What follows belongs to an exercise in optimizing a design on an open flow for small area, a short achievable clock period and few clock cycles per item; a production flow would make more cautious choices.
Only simulation tests tie the RTL to the original design; equivalence was not proved.
No activity file was given, so power comes from the tool's default toggle rates.

==> design/flow/design.v <==
package gzb_pkg;
  localparam int GRID_COLS   = 4;
  localparam int GRID_ROWS   = 4;
  localparam int MAX_PLANES  = 256;
  localparam int ZONE_COUNT  = GRID_COLS * GRID_ROWS;
  localparam int MAX_RESULTS = 16;
  localparam int ZONE_W    = (ZONE_COUNT > 1) ? $clog2(ZONE_COUNT) : 1;
  localparam int PLANE_W   = (MAX_PLANES > 1) ? $clog2(MAX_PLANES) : 1;
  localparam int FILL_W    = $clog2(MAX_PLANES + 1);
  localparam int MEM_DEPTH = ZONE_COUNT * MAX_PLANES;
  localparam int MEM_AW    = (MEM_DEPTH > 1) ? $clog2(MEM_DEPTH) : 1;
  localparam int RES_CNT_W = $clog2(MAX_RESULTS + 1);
  localparam int SCR_W     = 12;
  localparam int ID_W      = 8;
  localparam int POS_W     = 13;
  localparam int SIZE_W    = 9;
  localparam int COORD_W   = 14;
  localparam int ZIDX_W    = 4;
  localparam int SLOT_W    = 8;
  localparam int DIV_SHIFT  = 16;
  localparam int RECIP_W    = DIV_SHIFT + 1;
  localparam int PROD_W     = SCR_W + RECIP_W;
  localparam int COLS_RECIP = (1 << DIV_SHIFT) / GRID_COLS;
  localparam int ROWS_RECIP = (1 << DIV_SHIFT) / GRID_ROWS;
  localparam int REM_W      = SCR_W + 5;
  localparam logic [SCR_W-1:0] SCR_W_RESET = SCR_W'(800);
  localparam logic [SCR_W-1:0] SCR_H_RESET = SCR_W'(600);
  localparam int CFG_IDX_W = 1;
  localparam logic [CFG_IDX_W-1:0] CFG_SCREEN_WIDTH  = 1'b0;
  localparam logic [CFG_IDX_W-1:0] CFG_SCREEN_HEIGHT = 1'b1;
  localparam logic OP_CLEAR  = 1'b0;
  localparam logic OP_INSERT = 1'b1;
  typedef logic signed [COORD_W-1:0] coord_t;
  typedef struct packed {
    logic                     op;
    logic [ID_W-1:0]          plane_id;
    logic signed [POS_W-1:0]  plane_left;
    logic signed [POS_W-1:0]  plane_top;
    logic [SIZE_W-1:0]        plane_width;
    logic [SIZE_W-1:0]        plane_height;
  } item_t;
  typedef struct packed {
    logic load;
    logic size_est;
    logic size_fix;
    logic mask;
    logic walk;
  } cmd_t;
  typedef struct packed {
    logic walk_done;
  } sts_t;
endpackage
import gzb_pkg::*;
module gzb_ctrl (
  input  logic          clk,
  input  logic          rst_n,
  input  logic          in_tvalid,
  output logic          in_tready,
  output gzb_pkg::cmd_t cmd,
  input  gzb_pkg::sts_t sts
);
  typedef enum logic [4:0] {
    ST_IDLE = 5'b00001,
    ST_EST  = 5'b00010,
    ST_FIX  = 5'b00100,
    ST_MASK = 5'b01000,
    ST_WALK = 5'b10000
  } state_t;
  state_t state_r, state_nxt;
  assign in_tready = (state_r == ST_IDLE);
  always_comb begin
    state_nxt = state_r;
    case (state_r)
      ST_IDLE: if (in_tvalid) state_nxt = ST_EST;
      ST_EST:  state_nxt = ST_FIX;
      ST_FIX:  state_nxt = ST_MASK;
      ST_MASK: state_nxt = ST_WALK;
      ST_WALK: if (sts.walk_done) state_nxt = ST_IDLE;
      default: state_nxt = ST_IDLE;
    endcase
  end
  always_comb begin
    cmd          = '0;
    cmd.load     = in_tvalid && (state_r == ST_IDLE);
    cmd.size_est = (state_r == ST_EST);
    cmd.size_fix = (state_r == ST_FIX);
    cmd.mask     = (state_r == ST_MASK);
    cmd.walk     = (state_r == ST_WALK);
  end
  always_ff @(posedge clk) begin
    if (!rst_n) begin
      state_r <= ST_IDLE;
    end else begin
      state_r <= state_nxt;
    end
  end
endmodule
import gzb_pkg::*;
module gzb_datapath (
  input  logic                              clk,
  input  logic                              rst_n,
  input  logic                              cfg_wr,
  input  logic [gzb_pkg::CFG_IDX_W-1:0]     cfg_index,
  input  logic [gzb_pkg::SCR_W-1:0]         cfg_data,
  input  gzb_pkg::item_t                    item,
  input  gzb_pkg::cmd_t                     cmd,
  output gzb_pkg::sts_t                     sts,
  input  logic                              out_ready,
  output logic                              out_valid,
  output logic [gzb_pkg::ZIDX_W-1:0]        out_zone,
  output logic [gzb_pkg::SLOT_W-1:0]        out_slot,
  output logic                              out_hit,
  output logic                              out_ovf,
  output logic                              out_last
);
  logic [SCR_W-1:0]      scr_w_r, scr_h_r;
  logic                  op_r;
  gzb_pkg::coord_t                x0_r, x1_r, y0_r, y1_r;
  logic [SCR_W-1:0]      zw_est_r, zh_est_r, zw_r, zh_r;
  logic [ZONE_COUNT-1:0] pend_r;
  logic [RES_CNT_W-1:0]  cnt_r;
  logic [FILL_W-1:0]     fill_r [ZONE_COUNT];
  logic                  out_valid_r;
  logic [ZIDX_W-1:0]     out_zone_r;
  logic [SLOT_W-1:0]     out_slot_r;
  logic                  out_hit_r, out_ovf_r, out_last_r;
  logic [PROD_W-1:0]     w_prod, h_prod;
  logic [REM_W-1:0]      w_rem, h_rem;
  logic [GRID_COLS-1:0]  col_hit;
  logic [GRID_ROWS-1:0]  row_hit;
  logic [ZONE_COUNT-1:0] zmask;
  gzb_pkg::coord_t                lo, hi;
  logic [ZONE_W-1:0]     cur_z;
  logic [ZONE_COUNT-1:0] cur_oh, rest;
  logic                  any, full, step, report, last_c, done;
  logic [FILL_W-1:0]     fill_cur;
  assign w_prod = PROD_W'(scr_w_r) * PROD_W'(COLS_RECIP);
  assign h_prod = PROD_W'(scr_h_r) * PROD_W'(ROWS_RECIP);
  assign w_rem  = REM_W'(scr_w_r) - REM_W'(zw_est_r) * REM_W'(GRID_COLS);
  assign h_rem  = REM_W'(scr_h_r) - REM_W'(zh_est_r) * REM_W'(GRID_ROWS);
  always_comb begin
    col_hit = '0;
    row_hit = '0;
    lo      = '0;
    hi      = '0;
    for (int c = 0; c < GRID_COLS; c++) begin
      lo = COORD_W'(SCR_W'(SCR_W'(c) * zw_r));
      hi = lo + COORD_W'(zw_r);
      col_hit[c] = ((x0_r >= lo) && (x0_r <= hi)) || ((x1_r >= lo) && (x1_r <= hi));
    end
    for (int r = 0; r < GRID_ROWS; r++) begin
      lo = COORD_W'(SCR_W'(SCR_W'(r) * zh_r));
      hi = lo + COORD_W'(zh_r);
      row_hit[r] = ((y0_r >= lo) && (y0_r <= hi)) || ((y1_r >= lo) && (y1_r <= hi));
    end
    for (int r = 0; r < GRID_ROWS; r++) begin
      for (int c = 0; c < GRID_COLS; c++) begin
        zmask[r*GRID_COLS + c] = row_hit[r] && col_hit[c] && (op_r == OP_INSERT);
      end
    end
  end
  always_comb begin
    cur_z = '0;
    for (int i = ZONE_COUNT - 1; i >= 0; i--) begin
      if (pend_r[i]) cur_z = ZONE_W'(i);
    end
  end
  assign cur_oh   = ZONE_COUNT'(1) << cur_z;
  assign rest     = pend_r & ~cur_oh;
  assign any      = |pend_r;
  assign fill_cur = fill_r[cur_z];
  assign full     = fill_cur >= FILL_W'(MAX_PLANES);
  assign step     = cmd.walk && (!out_valid_r || out_ready);
  assign report   = cnt_r < RES_CNT_W'(MAX_RESULTS);
  assign last_c   = !any || (rest == '0) || (cnt_r == RES_CNT_W'(MAX_RESULTS - 1));
  assign done     = step && (!any || (rest == '0));
  assign sts.walk_done = done;
  always_ff @(posedge clk) begin
    if (!rst_n) begin
      scr_w_r <= SCR_W_RESET;
      scr_h_r <= SCR_H_RESET;
    end else if (cfg_wr) begin
      case (cfg_index)
        CFG_SCREEN_WIDTH:  scr_w_r <= cfg_data;
        CFG_SCREEN_HEIGHT: scr_h_r <= cfg_data;
        default: ;
      endcase
    end
  end
  always_ff @(posedge clk) begin
    if (cmd.load) begin
      op_r <= item.op;
      x0_r <= COORD_W'(item.plane_left);
      y0_r <= COORD_W'(item.plane_top);
      x1_r <= COORD_W'(item.plane_left) + COORD_W'(item.plane_width);
      y1_r <= COORD_W'(item.plane_top) + COORD_W'(item.plane_height);
    end
    if (cmd.size_est) begin
      zw_est_r <= SCR_W'(w_prod >> DIV_SHIFT);
      zh_est_r <= SCR_W'(h_prod >> DIV_SHIFT);
    end
    if (cmd.size_fix) begin
      zw_r <= (w_rem >= REM_W'(GRID_COLS)) ? zw_est_r + 1'b1 : zw_est_r;
      zh_r <= (h_rem >= REM_W'(GRID_ROWS)) ? zh_est_r + 1'b1 : zh_est_r;
    end
    if (step && report) begin
      out_zone_r <= any ? ZIDX_W'(cur_z) : '0;
      out_slot_r <= (any && !full) ? SLOT_W'(fill_cur) : '0;
      out_hit_r  <= any;
      out_ovf_r  <= any && full;
      out_last_r <= last_c;
    end
  end
  always_ff @(posedge clk) begin
    if (!rst_n) begin
      pend_r      <= '0;
      cnt_r       <= '0;
      out_valid_r <= 1'b0;
      for (int i = 0; i < ZONE_COUNT; i++) begin
        fill_r[i] <= '0;
      end
    end else begin
      out_valid_r <= (out_valid_r && !out_ready) || (step && report);
      if (cmd.mask) begin
        pend_r <= zmask;
        cnt_r  <= '0;
      end else if (step) begin
        pend_r <= rest;
        if (report) cnt_r <= cnt_r + 1'b1;
        if (!any && (op_r == OP_CLEAR)) begin
          for (int i = 0; i < ZONE_COUNT; i++) begin
            fill_r[i] <= '0;
          end
        end else if (any && !full) begin
          fill_r[cur_z] <= fill_cur + 1'b1;
        end
      end
    end
  end
  assign out_valid = out_valid_r;
  assign out_zone  = out_zone_r;
  assign out_slot  = out_slot_r;
  assign out_hit   = out_hit_r;
  assign out_ovf   = out_ovf_r;
  assign out_last  = out_last_r;
endmodule
import gzb_pkg::*;
module grid_zone_binning (
  input  logic                           clk,
  input  logic                           rst_n,
  input  logic                           in_tvalid,
  output logic                           in_tready,
  input  logic [55:0]                    in_tdata,    
  input  logic                           in_tuser,    
  output logic                           out_tvalid,
  input  logic                           out_tready,
  output logic [15:0]                    out_tdata,   
  output logic [1:0]                     out_tuser,   
  output logic                           out_tlast,
  input  logic                           cfg_valid,
  output logic                           cfg_ready,
  input  logic [gzb_pkg::CFG_IDX_W-1:0]  cfg_index,
  input  logic [gzb_pkg::SCR_W-1:0]      cfg_data
);
  gzb_pkg::item_t             item;
  gzb_pkg::cmd_t              cmd;
  gzb_pkg::sts_t              sts;
  logic [ZIDX_W-1:0] zone;
  logic [SLOT_W-1:0] slot;
  logic              hit, ovf;
  assign cfg_ready = 1'b1;
  assign item.op           = in_tuser;
  assign item.plane_id     = in_tdata[7:0];
  assign item.plane_left   = in_tdata[20:8];
  assign item.plane_top    = in_tdata[33:21];
  assign item.plane_width  = in_tdata[42:34];
  assign item.plane_height = in_tdata[51:43];
  gzb_ctrl u_ctrl (
    .clk       (clk),
    .rst_n     (rst_n),
    .in_tvalid (in_tvalid),
    .in_tready (in_tready),
    .cmd       (cmd),
    .sts       (sts)
  );
  gzb_datapath u_dp (
    .clk       (clk),
    .rst_n     (rst_n),
    .cfg_wr    (cfg_valid && cfg_ready),
    .cfg_index (cfg_index),
    .cfg_data  (cfg_data),
    .item      (item),
    .cmd       (cmd),
    .sts       (sts),
    .out_ready (out_tready),
    .out_valid (out_tvalid),
    .out_zone  (zone),
    .out_slot  (slot),
    .out_hit   (hit),
    .out_ovf   (ovf),
    .out_last  (out_tlast)
  );
  assign out_tdata = {4'b0000, slot, zone};
  assign out_tuser = {ovf, hit};
endmodule
==> design/flow/run.sh <==
#!/bin/bash
# synth_recipe.tcl (not shown) runs the flow's synth.tcl, then flattens the netlist and writes it again
# the make line also repeats each setting of config.mk as NAME=value (left out here)
make -C /OpenROAD-flow-scripts/flow DESIGN_CONFIG=/design/flow/config.mk WORK_HOME=/design/flow/orfs CLKGATE_MAP_FILE= SYNTH_SCRIPT=/design/flow/synth_recipe.tcl finish
==> design/flow/config.mk <==
export PLATFORM = sky130hd
export DESIGN_NAME = grid_zone_binning
export DESIGN_NICKNAME = grid_zone_binning
export VERILOG_FILES = /design/flow/design.v
export SDC_FILE = /design/flow/constraint.sdc
export NUM_CORES = 4
export LEC_CHECK = 0
export CAP_MARGIN = 20
export CORE_MARGIN = 2
export CORE_UTILIZATION = 40
export PLACE_DENSITY = 0.6
export SLEW_MARGIN = 20
==> design/flow/constraint.sdc <==
create_clock -name core_clock -period 6.0 [get_ports {clk}]
set_input_delay 1.2000 -clock core_clock [delete_from_list [all_inputs] [get_ports {clk}]]
set_output_delay 1.2000 -clock core_clock [all_outputs]
set_load 0.01 [all_outputs]
==> run summary <==
[routing by layer]
| layer | GRT usage [%] | share of wire [%] | vias up | wire [um] |
|---|---|---|---|---|
| met3 | 3.58 | 5.8 | 121 | 3480 |
| met4 | 7.95 | 3.2 | 2 | 1920 |
| met5 | 0 | 0.022 | - | 13 |
| li1 | - | - | 7976 | - |
| met1 | 29.3 | 44 | 7954 | 26100 |
| met2 | 37.3 | 47 | 504 | 28400 |
[state kept, by name, indices dropped and copies added, names as in the netlist]
register / count
u_dp.x1_r: 14
u_dp.zh_r: 11
u_dp.scr_w_r: 10
u_dp.cnt_r: 5
u_dp.out_slot_r: 8
u_dp.x0_r: 13
u_dp.fill_r: 144
u_dp.out_hit_r: 1
u_dp.zw_r: 11
u_dp.out_last_r: 1
u_dp.out_zone_r: 4
u_dp.zh_est_r: 10
u_dp.out_ovf_r: 1
u_dp.out_valid_r: 1
u_dp.scr_h_r: 10
u_dp.y1_r: 14
u_dp.op_r: 1
u_ctrl.state_r: 5
u_dp.zw_est_r: 10
u_dp.y0_r: 13
u_dp.pend_r: 16
[metrics by stage]
step                      setup slack [ns]  cells  power, mW
final                                0.521   2897       5.27
after global routing                 0.147   2897       5.48
after CTS                            0.564   2897       5.32
after detailed placement             0.604   2833       3.09
after global placement               0.633   2833       3.08
after floorplan                       1.07   2093       2.87
[worst paths after layout]
path                                 startpoint  slack [ns]  depth (start not counted)               end
worst max-delay path               u_dp.zh_r[0]        0.52                         23   u_dp.pend_r[13]
worst min-delay path            u_dp.scr_w_r[2]        0.47                          0  u_dp.zw_est_r[0]
worst max register to register     u_dp.zh_r[0]        0.52                         23   u_dp.pend_r[13]
worst min register to register  u_dp.scr_w_r[2]        0.47                          0  u_dp.zw_est_r[0]
[layout make-up]
class | count | area [sq um] | area share (%)
clock buffer | 48 | 997 | 4.22
clock inverter | 16 | 185 | 0.784
inverter | 140 | 526 | 2.23
multi-input combinational | 1588 | 11300 | 47.9
sequential | 303 | 8630 | 36.6
tap | 680 | 851 | 3.60
timing repair buffer | 122 | 1110 | 4.70
[power breakdown]
part	switching, mW	internal (mW)	leakage [nW]	total, mW
Combinational	0.340	0.254	6.19	0.594
Clock	0.943	1.27	0.578	2.22
Sequential	0.0882	2.38	2.91	2.46
[layout by cell type (no fill, tap or decap), drive strengths merged, types with 35 or more instances in the layout]
| cell | Yosys | routed |
|---|---|---|
| ha | 267 | 267 |
| edfxtp | 256 | 256 |
| nor2 | 204 | 204 |
| nand2 | 174 | 174 |
| inv | 139 | 140 |
| a21oi | 98 | 98 |
| o21ai | 98 | 98 |
| clkdlybuf4s50 | 0 | 77 |
| nand3 | 72 | 72 |
| nor3 | 65 | 65 |
| xnor2 | 56 | 56 |
| clkbuf | 32 | 48 |
| dfxtp | 47 | 47 |
| buf | 30 | 45 |
| a211oi | 42 | 42 |
| and3 | 37 | 37 |
| nand4 | 35 | 35 |
[critical path: stages (launching register included)]
cell and delay (ns):
edfxtp_1 0.55, ha_1 0.32, fa_1 0.43, a21o_1 0.19
a21oi_1 0.16, xnor2_1 0.17, ha_1 0.30, nor2b_1 0.15
a31o_2 0.22, o41ai_1 0.29, buf_4 0.19, o21bai_1 0.06
a21oi_1 0.17, xor2_1 0.12, ha_1 0.33, and3_1 0.16
nand3_1 0.10, nor4_1 0.44, a31oi_1 0.09, maj3_1 0.37
nand2_1 0.07, a31oi_1 0.15, o21ai_0 0.23, o211a_1 0.18
[cell families after synthesis]
| family | Yosys count | share of synthesized area (%) |
|---|---|---|
| flops | 303 | 41.6 |
| fa+ha+maj | 275 | 16.8 |
| buf+inv | 202 | 3.96 |
| xor+xnor | 86 | 3.67 |
| mux | 18 | 0.881 |
| simple gates | 724 | 17.3 |
| other cells | 2 | 0.0362 |
| compound gates | 480 | 15.8 |
==> results_dict.tcl <==
set metrics [dict create \
    outcome "finished clean" \
    yosysMostFrequentCell "ha_1" \
    row_count 83 \
    crit_type "register to register" \
    gr-total-overflow 0 \
    synth_top_area_share_pct 37.1 \
    fp.coreArea_sq_um 51300 \
    synth_area_per_cell_sq_um 9.92 \
    drt_iter0_drc 1273 \
    synth_area_sq_um 20700 \
    hold_ws_ns 0.466 \
    cts_resized 0 \
    fin_crit_sh_pct 91.3 \
    endpoint_kind "register" \
    p_per_area_nw_per_um2 223 \
    grt_usage_pct 22.4 \
    antenna_found_initial 1 \
    cts_tree "yes" \
    synth-edff-count 256 \
    finalSetupTns_ns 0 \
    synthTopCellsByCount "ha_1 (267), edfxtp_1 (256), nor2_1 (203)" \
    cts_made_buffers 37 \
    vias 16600 \
    nNetsFinal 2540 \
    cap_violations 0 \
    rsz0062_at_grt "false" \
    clkTransAtPathRegs_ns 0.06 \
    hold_viol_final 0 \
    ys_warn_count 2 \
    slew_viol_final 0 \
    ir_drop_uv 182 \
    vias_per_cell 5.72 \
    yosys.area.top_type "edfxtp_1" \
    clk_latency_ns 0.58 \
    grt_pass1_wl_mm 93.2 \
    port_buffers 77 \
    cp.required_ns 6.52 \
    wirelength_mm 59.8 \
    grt_start_max_net_pins 43 \
    dpl_cell_area_sq_um 22400 \
    netlist_instances 2090 \
    synth-seq-cells 303 \
    slew-limit-headroom_pct 27.5 \
    routedWlPerCell_um 20.7 \
    yosysSeqAreaShare_pct 41.6 \
    htree_num_levels 2 \
    die_w_um 232 \
    p_leak_nw 9.68 \
    dp_hpwl_mm 44.7 \
    holdBufCountCts 0 \
    cp.arrival_ns 6.00 \
    root_buffer "clkbuf_16" \
    async_flop_share_pct 0 \
    io_pins 97 \
    cp-start-kind "register" \
    postCtsSetupBuffers 0 \
    fill_cells 4821 \
    ant_nets 0 \
    fin_util_pct 46.0 \
    hold_path_class "register to register" \
    clkSinkCount 303 \
    design_area_sq_um 23600 \
    skew_ns 0.0336 \
    finalWeightedCongestion 0.942 \
    dieArea_sq_um 53700 \
    fin_crit_ns 5.48 \
    area_growth_pct 13.9 \
    fmax_mhz 183 \
    initial_utilization_pct 40.4 \
    worstMarginPinSlew_ns 1.08 \
    yosysUniqueCellTypes 88 \
    synth_flop_cell "edfxtp_1" \
    grt_pass1_vias 16400 \
    dr.pass1.iters 5 \
    diodes 0 \
    synth_area_leaders "edfxtp_1 (37%), ha_1 (16%), dfxtp_1 (4.5%), nor2_1 (3.7%), nand2_1 (3.1%)" \
    clk_path_buf_depth 3 \
    setup_viol 0 \
    die_h_um 232 \
    drive_above_1_share_pct 6.41 \
    drc 0 \
    crit_fanout 8 \
]
Testbench counts, summed over its fixed seeds: cycles 27,953, items 4,800.

[separate check: timing with driven ports]
The flow's constraints put no driver on any port. The routed layout listed below was extracted and timed again, unchanged, in two steps.
Step 1 assumes that a clkbuf_16 drives the clock port and a buf_2 every other input.
Step 2 times the ports against the registers' clock, not the clock port: input delays grow and output delays shrink by t, the midpoint of the rising clock arrivals with the driver on.
Three values: no drivers, after step 1, after step 2; two values: the first two.
shift t [ns]: 0.627
setup WS [ns]: 0.521 / 0.521 / 0.521
clock arrival spread, ns: 0.037 / 0.037
After both steps setup and hold are still met in this run. The setup slack of this run moves by 0.000 ns with the drivers and by 0.000 ns with both steps.
